Background: an optimization exercise with open tools, aiming at small area. Do not read the settings as production practice. RTL that was checked went through simulation tests only; none was proved equivalent to the original. Power figures rest on the tool's default switching activity, not on a simulated workload.

==> flow/design.v <==
`default_nettype none
package rx_pkg;
	typedef struct packed {
		logic [256-1:0] data;
		logic [32-1:0]  ctrl;
	} rx_word_t;
	typedef enum logic [1:0] {
		SPEED_25G = 2'd0,
		SPEED_40G = 2'd1,
		SPEED_50G = 2'd2
	} rx_speed_t;
	typedef struct packed {
		logic       sof;
		logic [2:0] sof_lane;   
		logic       eof;
		logic [4:0] eof_lane;   
		logic       in_frame;
	} rx_evt_t;
	typedef struct packed {
		logic [7:0]  sof_mark;    
		logic        same_word;   
		logic [6:0]  rsvd;
		logic [15:0] bytes;
	} rx_bcnt_t;
endpackage
`default_nettype wire
`default_nettype none
module rx_mac_top (
	input  wire                clk,
	input  wire                reset_,
	input  wire  [1:0]         speed,        
	input  wire                init_done,
	input  wire  [287:0]       rx_in,        
	output logic [287:0]       rx_out,       
	output logic               x_we,
	output logic               x_bcnt_we,
	output logic [31:0]        x_byte_cnt,   
	output logic               linkup
);
	localparam int LINK_MAX = 8 + 2;   
	logic [32-1:0]       ctrl;
	logic [256-1:0]      data;
	assign ctrl = rx_in[32-1:0];
	assign data = rx_in[287:32];
	logic [8-1:0] start_found;
	logic [8-1:0] seq_found;
	logic [32-1:0]       term_found;
	logic [32-1:0]       term_m;
	logic                       start_any;
	logic [2:0]                 start_pos;
	logic                       term_any;
	logic [4:0]                 term_lane;    
	always_comb begin
		for (int k = 0; k < 8; k++) begin
			start_found[k] = ctrl[4*k] && (data[32*k +: 8] == 8'hfb);
			seq_found[k]   = ctrl[4*k] && (data[32*k +: 8] == 8'h9c);
		end
		for (int l = 0; l < 32; l++) begin
			term_found[l] = ctrl[l] && (data[8*l +: 8] == 8'hfd);
		end
	end
	assign start_any = |start_found;
	always_comb begin
		start_pos = 3'd0;
		for (int k = 8 - 1; k >= 0; k--)
			if (start_found[k])
				start_pos = 3'(k);
	end
	logic [1:0] ph;       
	logic       inf;      
	logic       sof_q;    
	logic       wf;       
	logic       b1;
	logic       blast;
	logic       sof_hit;
	logic       eof1;
	assign b1    = (ph == 2'd1);
	assign blast = (ph == ((speed == 2'd0) ? 2'd3 : 2'd1));
	assign sof_hit = start_any && !inf && (ph == 2'd0 || !wf);
	logic       tq_any;    
	logic [4:0] tq_lane;   
	logic [7:0] grp_ok;
	always_comb begin
		for (int g = 0; g < 8; g++)
			grp_ok[g] = inf || (|(start_found & 8'((16'd2 << g) - 16'd1)));
	end
	always_comb begin
		for (int l = 0; l < 32; l++)
			term_m[l] = term_found[l] && grp_ok[l/4];
		term_any  = |term_m;
		term_lane = 5'd0;   
		for (int l = 32 - 1; l >= 0; l--)
			if (term_m[l])
				term_lane = 5'(l + 1);
	end
	always_ff @(posedge clk) begin
		tq_any  <= term_any;
		tq_lane <= term_lane;
	end
	assign eof1 = b1 && inf && tq_any;
	always_ff @(posedge clk) begin
		ph    <= sof_hit ? 2'd1 : (blast ? 2'd0 : ph + 2'd1);
		sof_q <= sof_hit;
		if (!reset_) begin
			inf <= 1'b0;
			wf  <= 1'b0;
		end else begin
			if (eof1)
				inf <= 1'b0;
			else if (sof_hit)
				inf <= 1'b1;
			if (b1)
				wf <= inf;
		end
	end
	always_ff @(posedge clk) begin
		if (b1)
			rx_out <= rx_in;
	end
	assign x_we      = wf && blast;
	assign x_bcnt_we = wf && blast && (!inf || sof_q);
	logic [10:0] cnt_hi;
	logic [4:0]  cnt_lo;
	logic [2:0]  sof_pos;
	logic        same_word;
	logic [5:0]  word_bytes;   
	logic [5:0]  lo_sum;
	assign word_bytes = {tq_lane == 5'd0, tq_lane};
	assign lo_sum = {1'b0, cnt_lo[4:2], 2'b00} + word_bytes;
	always_ff @(posedge clk) begin
		if (b1 && inf) begin
			if (sof_q)
				cnt_lo <= {word_bytes[4:2] - start_pos, word_bytes[1:0]};
			else
				cnt_lo <= lo_sum[4:0];
		end
		if (sof_q)
			cnt_hi <= 11'(word_bytes[5] && start_found[0]);
		else
			cnt_hi <= cnt_hi + 11'(b1 && inf && lo_sum[5]);
		if (sof_q) begin
			sof_pos   <= start_pos;
			same_word <= tq_any;
		end
	end
	assign x_byte_cnt = {8'(1) << sof_pos, same_word, 7'd0, cnt_hi, cnt_lo};
	logic       seq_q;
	logic       fault;
	logic [3:0] clean;   
	assign fault = !init_done || seq_q;
	always_ff @(posedge clk) begin
		if (!reset_) begin
			seq_q  <= 1'b0;
			clean  <= 4'd0;
			linkup <= 1'b0;
		end else begin
			seq_q  <= |seq_found;
			clean  <= fault ? 4'd0 : (clean == 4'(LINK_MAX) ? clean : clean + 4'd1);
			linkup <= (clean == 4'(LINK_MAX));
		end
	end
endmodule
`default_nettype wire
export LEC_CHECK = 0
export CAP_MARGIN = 0
export CORE_MARGIN = 2
export CORE_UTILIZATION = 40
export GPL_TIMING_DRIVEN = 0
export PLACE_DENSITY = 0.6
export SLEW_MARGIN = 0
create_clock -name core_clock -period 4.0 [get_ports {clk}]
standard.sh (not shown) runs the stock make flow with config.mk's settings and CLKGATE_MAP_FILE= SYNTH_SCRIPT=/design/flow/synth_recipe.tcl, a recipe that flattens the netlist after the stock synthesis.
==> flow/flow/run.sh <==
#!/bin/bash
# layout flow: the standard flow with three changes
#  - synthesis maps the logic between the registers with an area-oriented ABC
#    script (flow/area.abc); the registers are mapped as in the standard flow
#  - the port buffers, and the buffers synthesis puts on constant outputs,
#    are the smallest buffer
#  - the clock tree uses larger sink clusters and no dummy loads
#  - one tie cell drives all the constant outputs' buffers
set -e
W=$PWD
{
	cat <<'EOT'
proc abc {args} {
  set i [lsearch -exact $args -script]
  if { $i >= 0 } {
    set args [lreplace $args [expr {$i + 1}] [expr {$i + 1}] $::env(MY_ABC_SCRIPT)]
  }
  yosys abc {*}$args
}
EOT
	cat synth_recipe.tcl
} > my_synth.tcl
sed -e "s#SYNTH_SCRIPT=[^ ]*#SYNTH_SCRIPT=$W/my_synth.tcl 'MIN_BUF_CELL_AND_PORTS=sky130_fd_sc_hd__buf_1 A X' SKIP_REPAIR_TIE_FANOUT=1#" standard.sh > my_standard.sh
export MY_ABC_SCRIPT=$W/flow/area.abc
export BUFFER_PORTS_ARGS="-buffer_cell sky130_fd_sc_hd__buf_1"
export CTS_ARGS="-sink_clustering_enable -repair_clock_nets -sink_clustering_size 16 -sink_clustering_max_diameter 100 -buf_list {sky130_fd_sc_hd__clkbuf_4 sky130_fd_sc_hd__clkbuf_8} -dont_use_dummy_load"
bash my_standard.sh > standard.log 2>&1
==> flow/flow/area.abc <==
strash
&get -n
&st
&syn2
&dch -f
&nf -a -R 30
&st
&syn2
&dch -f
&nf -a -R 30
&put
topo
dnsize -c
Change:
--- a/flow/design.v
+++ b/flow/design.v
@@ -67,19 +67,20 @@
 				start_pos = 3'(k);
 	end
 	logic [1:0] ph;       
 	logic       inf;      
 	logic       sof_q;    
 	logic       wf;       
+	logic       ef;       
 	logic       b1;
 	logic       blast;
 	logic       sof_hit;
 	logic       eof1;
 	assign b1    = (ph == 2'd1);
 	assign blast = (ph == ((speed == 2'd0) ? 2'd3 : 2'd1));
-	assign sof_hit = start_any && !inf && (ph == 2'd0 || !wf);
+	assign sof_hit = start_any && !inf && (ph == 2'd0 || !ef);
 	logic       tq_any;    
 	logic [4:0] tq_lane;   
 	logic [7:0] grp_ok;
 	always_comb begin
 		for (int g = 0; g < 8; g++)
 			grp_ok[g] = inf || (|(start_found & 8'((16'd2 << g) - 16'd1)));
@@ -101,46 +102,53 @@
 	always_ff @(posedge clk) begin
 		ph    <= sof_hit ? 2'd1 : (blast ? 2'd0 : ph + 2'd1);
 		sof_q <= sof_hit;
 		if (!reset_) begin
 			inf <= 1'b0;
 			wf  <= 1'b0;
+			ef  <= 1'b0;
 		end else begin
 			if (eof1)
 				inf <= 1'b0;
 			else if (sof_hit)
 				inf <= 1'b1;
-			if (b1)
+			if (b1) begin
 				wf <= inf;
+				ef <= eof1;
+			end
 		end
 	end
 	always_ff @(posedge clk) begin
 		if (b1)
 			rx_out <= rx_in;
 	end
 	assign x_we      = wf && blast;
-	assign x_bcnt_we = wf && blast && (!inf || sof_q);
+	assign x_bcnt_we = ef && blast;
 	logic [10:0] cnt_hi;
 	logic [4:0]  cnt_lo;
+	logic        cnt_cy;
 	logic [2:0]  sof_pos;
 	logic        same_word;
 	logic [5:0]  word_bytes;   
 	logic [5:0]  lo_sum;
 	assign word_bytes = {tq_lane == 5'd0, tq_lane};
 	assign lo_sum = {1'b0, cnt_lo[4:2], 2'b00} + word_bytes;
 	always_ff @(posedge clk) begin
+		cnt_cy <= 1'b0;
 		if (b1 && inf) begin
-			if (sof_q)
+			if (sof_q) begin
 				cnt_lo <= {word_bytes[4:2] - start_pos, word_bytes[1:0]};
-			else
+			end else begin
 				cnt_lo <= lo_sum[4:0];
+				cnt_cy <= lo_sum[5];
+			end
 		end
 		if (sof_q)
 			cnt_hi <= 11'(word_bytes[5] && start_found[0]);
 		else
-			cnt_hi <= cnt_hi + 11'(b1 && inf && lo_sum[5]);
+			cnt_hi <= cnt_hi + 11'(cnt_cy);
 		if (sof_q) begin
 			sof_pos   <= start_pos;
 			same_word <= tq_any;
 		end
 	end
 	assign x_byte_cnt = {8'(1) << sof_pos, same_word, 7'd0, cnt_hi, cnt_lo};
Outcome: Design area is lower by 1.0%; core utilization falls by 0.54 points; global-route usage fell by 0.25 points; hold slack gets better by 22 ps; via count climbs by about 1.4%; total power hardly moves; non-clock buffer count goes down by 5; setup slack improves by 55 ps; die area is about the same; fmax rose by about 1.5%.
The RTL of the first run of this note was laid out without a check of its function.

-- separate check: timing with driven ports --
How much do the figures lean on ideal ports? The routed layouts below were timed once more, with nothing changed but the port constraints.
Step 1 (the two cells are an assumption about what drives the block):
set clk [get_ports {clk}]
set_driving_cell -lib_cell sky130_fd_sc_hd__clkbuf_16 $clk
set_driving_cell -lib_cell sky130_fd_sc_hd__buf_2 [delete_from_list [all_inputs] $clk]
Step 2 moves the port delays by t, midway between the first and last clock arrival at a register: inputs arrive t later, outputs are due t later. That takes back most of the time a late clock gives input paths.
Three values: no drivers, after step 1, after step 2; two values: the first two.
run | shift t [ns] | setup slack, ns | latest minus earliest clock arrival (ns) | worst data-port slew with drivers (ns) | pins driven straight from the clock port
the first run | 0.593 | 0.239 / 0.240 / -0.352 | 0.079 / 0.079 | 0.12 | 1
the second run | 0.580 | 0.294 / 0.286 / -0.294 | 0.056 / 0.056 | 0.12 | 1
Met with ideal ports but missed after step 2: setup timing in the first run and the second run. The setup slack of the first run, which loses most, moves by +0.001 ns with the drivers and by -0.591 ns with both steps.
